Source: an optimization exercise on an open RTL-to-GDS flow (aim: small area, a short achievable clock period and few clock cycles per item). Production flows keep margins and buffers that such runs may drop. Only simulation tests tie the RTL to the original design; equivalence was not proved.

==> flow/design.v, too long to show whole: its modules and the start of the top module <==
// module tpu_rsqrt_iter_unit: 1561 lines
// module fa_cell: 4 lines
// module ha_cell: 4 lines
module tpu_rsqrt_iter_unit #(
  parameter int IN_WIDTH  = 16,
  parameter int IN_FRAC   = 8,
  parameter int OUT_WIDTH = 16,
  parameter int OUT_FRAC  = 11,
  parameter int LUT_BITS  = 6,
  parameter int MAX_ITERS = 3,
  parameter int TAG_WIDTH = 4
) (
  input  logic                           clk,
  input  logic                           rst_n,
  input  logic                           flush,
  input  logic                           in_valid,
  output logic                           in_ready,
  input  logic [IN_WIDTH-1:0]            in_data,
  input  logic                           in_op,
  input  logic [$clog2(MAX_ITERS+1)-1:0] in_iters,
  input  logic [TAG_WIDTH-1:0]           in_tag,
  output logic                           out_valid,
  input  logic                           out_ready,
  output logic [OUT_WIDTH-1:0]           out_data,
  output logic [TAG_WIDTH-1:0]           out_tag,
  output logic                           out_sat,
  output logic                           out_zero,
  output logic                           busy,
  output logic [31:0]                    ops_count,
  output logic [31:0]                    sat_count
);
  // ...
==> flow/run.sh <==
#!/bin/bash
# synth_recipe.tcl (not shown) runs the flow's synth.tcl, then flattens the netlist and writes it again
# the make line also repeats each setting of config.mk as NAME=value (left out here)
make -C /OpenROAD-flow-scripts/flow DESIGN_CONFIG=/design/flow/config.mk WORK_HOME=/design/flow/orfs CLKGATE_MAP_FILE= SYNTH_SCRIPT=/design/flow/synth_recipe.tcl finish
==> flow/config.mk <==
export PLATFORM = sky130hd
export DESIGN_NAME = tpu_rsqrt_iter_unit
export DESIGN_NICKNAME = tpu_rsqrt_iter_unit
export VERILOG_FILES = /design/flow/design.v
export SDC_FILE = /design/flow/constraint.sdc
export NUM_CORES = 4
export LEC_CHECK = 0
export CAP_MARGIN = 20
export CORE_MARGIN = 2
export CORE_UTILIZATION = 55
export SETUP_SLACK_MARGIN = 5
export SLEW_MARGIN = 20
export SYNTH_HIERARCHICAL = 1
==> flow/constraint.sdc <==
create_clock -name core_clock -period 11.0 [get_ports {clk}]
set_input_delay 2.2000 -clock core_clock [delete_from_list [all_inputs] [get_ports {clk}]]
set_output_delay 2.2000 -clock core_clock [all_outputs]
set_load 0.01 [all_outputs]
==> results.json, run 1 <==
{
  "top_layer": "met5",
  "largest_register_ffs": 143,
  "comb.multi_input.count": 5662,
  "ys_ff_latch": 640,
  "buf_share_pct": 3.31,
  "avgViaCountPerCell": 6.05,
  "outcome": "timing/DRC/antenna clean",
  "final_cell_count_no_fill": 8551,
  "worst_path_largest_cell_delay_ns": 0.55,
  "diodes": 1,
  "drcViolationCount": 0,
  "placedCellCount": 8360,
  "cts_tree": "yes",
  "fp.dieArea_um2": 127000,
  "drv_cap": 0,
  "critPathCaptureType": "flop",
  "cts_made_buffers": 76,
  "utilization_pct": 60.4,
  "grt_use_met3_pct": 4.15,
  "gp_congestion": 0.902,
  "seq_share_pct": 18.2,
  "timing.final.hold_violations": 0,
  "critPathTopFamily": "simple AND/OR/NAND/NOR gates",
  "required_ns": 11.44,
  "regMostFlops": "m_q",
  "multi_input_area_share_pct": 71.2,
  "r2r-start": "m_q[9][3]$_DFF_P_",
  "slew_headroom_pct": 29.5,
  "hold_path_startpoint": "m_q[4][10]$_DFF_P_",
  "routed_wl_mm": 192,
  "cpMaxStageDelayCell": "fa_1",
  "synth-compound-area-share_pct": 15.5,
  "async_reset_ff_share_pct": 13.3,
  "netlist-cell-type-count": 98,
  "grt_start_max_net_pins": 105,
  "dieHeight_um": 356,
  "grt_pass1_wl_mm": 304,
  "synthSimpleGateAreaFrac_pct": 13.7,
  "finalWorstSetupSlack_ns": 4.83
}
Testbench counts, summed over its fixed seeds: cycles 4,880, items 4,800.
==> run 2, diff against run 1 <==
--- a/flow/config.mk
+++ b/flow/config.mk
@@ -8,6 +8,9 @@
 export CAP_MARGIN = 20
 export CORE_MARGIN = 2
 export CORE_UTILIZATION = 55
+export CTS_BUF_LIST = sky130_fd_sc_hd__clkbuf_16
+export CTS_CLUSTER_DIAMETER = 150
+export CTS_CLUSTER_SIZE = 25
 export SETUP_SLACK_MARGIN = 5
 export SLEW_MARGIN = 20
 export SYNTH_HIERARCHICAL = 1
==> results.json, run 2 <==
{
  "routed_wl_mm": 190,
  "yosys.area.top_type": "fa_1",
  "dieHeight_um": 356,
  "crit_type": "flop to flop",
  "grt_pass1_vias": 52704,
  "drv_cap": 0,
  "initial_core_util_pct": 55.3,
  "critPathMaxFanout": 4,
  "cts-root-buf": "clkbuf_16",
  "yosysTopAreaCellShare_pct": 26.4,
  "syn_avg_cell_area_um2": 9.78,
  "synthesis.area_um2": 68000,
  "die_x_um": 356,
  "required_ns": 11.41,
  "grt-ovfl-total": 0,
  "mostFrequentLayoutCells": "fa_1 (893), xnor2_1 (575), and2_1 (575)",
  "cp.arrival_ns": 6.63,
  "dp_hpwl_mm": 137,
  "slew_headroom_pct": 29.4,
  "track_usage_pct": 30.1,
  "grt_start_max_net_pins": 105,
  "gr-usage-met1_pct": 41.1,
  "syn_to_final_growth_pct": 6.75,
  "gp_congestion": 0.902,
  "vias": 51345,
  "multi_input_area_um2": 52800,
  "crit_top_cell": "or3_4",
  "cts_tree": "yes",
  "tns_ns": 0,
  "first_iter_violations": 3863,
  "clkTransAtPathRegs_ns": 0.10,
  "synth_cells": 6955,
  "io_buffers": 116,
  "ys_top_cells_by_count": "fa_1 (899), xnor2_1 (578), and2_1 (575), dfxtp_1 (533), ha_1 (495)",
  "path_cells": "or3_4 -> or3_4 -> or3_4 -> or3_4 -> or4_4 -> nor2_2 -> o21ai_1 -> a21o_1 -> fa_1 -> inv_2 -> ha_4 -> nand2_4 -> or3_1 -> a21o_1 -> and3b_2 -> o21ai_2 -> a21oi_2 -> xnor2_1 -> mux4_2 -> mux4_2 -> o21a_1",
  "synth_edf_count": 22,
  "grt_use_met3_pct": 3.68,
  "synth.area.top_cells": "fa_1 (26%), dfxtp_1 (16%), ha_1 (9.1%), xnor2_1 (7.4%), and2_1 (5.3%)",
  "htree_levels": 2,
  "worst_path_largest_cell_delay_ns": 0.52,
  "avgRoutedWirePerCell_um": 22.5,
  "cts_made_buffers": 34,
  "drtAntennaViolNets": 0,
  "clock_latency_ns": 0.65,
  "yosysWarningCount": 12,
  "met2_usage_pct": 50.4,
  "regMostFlops": "m_q",
  "cts.sink_count": 640,
  "timing.final.hold_violations": 0,
  "setup_viol": 0,
  "num_rows": 129,
  "layout_commonest_cell": "fa_1",
  "fp.dieArea_um2": 127000,
  "core_area_um2": 123000,
  "clock_skew_ns": 0.0383,
  "antenna_found_initial": 5,
  "fill_cells": 10762,
  "regArea_um2": 13500,
  "maxSlewViolCount": 0,
  "ys_seq_area_share_pct": 19.8,
  "drcViolationCount": 0,
  "critPathCaptureType": "flop",
  "async_reset_ff_share_pct": 13.3,
  "num_io_pins": 117,
  "cts_buffer_depth": 3,
  "period_share_pct": 56.6,
  "outcome": "timing/DRC/antenna clean",
  "largestRegisters": "m_q x143, tag_q x36, a_q x35",
  "period_needed_ns": 6.22,
  "cpMaxStageDelayCell": "fa_1",
  "worst_pin_slew_ns": 1.06,
  "crit_path_start_kind": "flop",
  "synth_flop_cell": "dfxtp_1",
  "grt-busiest-layer": "met2",
  "netlist-cell-type-count": 98,
  "drive_gt1_share_pct": 6.91,
  "hold_path.class": "flop to flop",
  "avgViaCountPerCell": 6.07,
  "yosysMostFrequentCell": "fa_1",
  "grt_pass1_wl_mm": 303,
  "ys_ff_latch": 640,
  "utilization_pct": 59.0,
  "cts_hold_buffers": 0,
  "max_freq_mhz": 161,
  "rsz0062_at_grt": "true",
  "largest_register_ffs": 143,
  "layout.nets": 8223,
  "dr.pass1.iters": 6
}
-- run 2: final cells by class --
class	instances	area share, %
Inverter	195	1.05
Timing Repair inverter	2	0.0172
Clock inverter	21	0.291
Antenna cell	1	0.00345
Tap cell	1637	2.82
Multi-Input combinational cell	5663	72.7
Clock buffer	34	1.17
Sequential cell	640	18.7
Timing Repair Buffer	265	3.33
-- run 2: cells by family after synthesis --
kind of cell / count (synthesis) / synth area share, %
other: 2 / 0.0110
AO/OA/AOI/OAI: 1551 / 15.5
adder cells (fa/ha/maj): 1394 / 35.6
multiplexers: 68 / 1.29
AND/OR/NAND/NOR: 1794 / 13.7
buffers and inverters: 711 / 3.94
XOR/XNOR: 795 / 10.3
flip-flops: 640 / 19.8
-- run 2: per-layer routing --
| metal | up-vias | share of wire, % |
|---|---|---|
| met5 | - | 0.015 |
| met4 | 4 | 2.8 |
| met3 | 279 | 5.7 |
| met2 | 1626 | 48 |
| met1 | 25943 | 43 |
| li1 | 23493 | - |
-- run 2: critical path, delay by kind of cell (launching register included) --
family	cells	cell delay [ns]
xor+xnor	1	0.16
compound gates	6	0.93
flops	1	0.36
fa+ha+maj	2	0.80
buf+inv	1	0.04
mux	2	1.02
simple gates	9	2.68
-- run 2: Yosys stat by module (local to each module, per instance) --
module	area (um2)	cells	copies in the design
fa_cell	20.0	1	864
ha_cell	12.5	1	139
tpu_rsqrt_iter_unit	49000	5952	1
-- run 2: what timing repair did --
| item | 4_1_cts | 5_1_grt |
|---|---|---|
| gates cloned | 2 | 3 |
| pin swaps | 25 | 33 |
| endpoints found under the setup margin | 60 | 71 |
| buffers inserted | 27 | 10 |
| gates resized for setup | 85 | 161 |
-- run 2: worst paths after layout --
path	slack, ns	endpoint	cells after the start	from
max in group asynchronous	8.57	h_q[9]$_DFF_PN0_	2	rst_n
worst min register to register	0.31	m_q[8][9]$_DFF_P_	0	m_q[7][9]$_DFF_P_
worst max-delay path	4.78	out_data_q[4]$_DFFE_PP_	21	m_q[9][3]$_DFF_P_
worst min-delay path	0.31	m_q[8][9]$_DFF_P_	0	m_q[7][9]$_DFF_P_
worst max register to register	4.78	out_data_q[4]$_DFFE_PP_	21	m_q[9][3]$_DFF_P_
min in group asynchronous	1.51	sat_count_q[31]$_DFF_PN0_	1	rst_n
-- run 2: metrics by stage --
stage                     hold slack (ns)  worst slack (ns)  area, um2  cells
final                               0.306              4.78      72600   8458
after CTS                           0.302              4.79      72000   8444
after floorplan                     0.310              4.93      68300   7012
after global routing                0.312              4.65      72600   8457
after global placement              0.310              3.88      70500   8360
after detailed placement            0.312              3.80      70500   8360

==> static timing again, ports no longer ideal <==
The results above use ideal ports. As a check the final layouts listed here were re-extracted and re-timed, cells and wires unchanged.
Step 1 assumes that a clkbuf_16 drives the clock port and a buf_2 every other input.
Step 2 also shifts input and output timing later by t, the mid clock arrival at the registers, as if the neighbouring blocks saw the same clock.
Slacks: no drivers / after step 1 / after step 2; pairs: no drivers / after step 1.
run | t (ns) | setup slack, ns | worst data-port slew with drivers (ns)
run 1 | 0.742 | 4.826 / 4.826 / 4.826 | 0.04
run 2 | 0.705 | 4.779 / 4.779 / 4.779 | 0.04
After both steps every run listed still meets setup and hold.
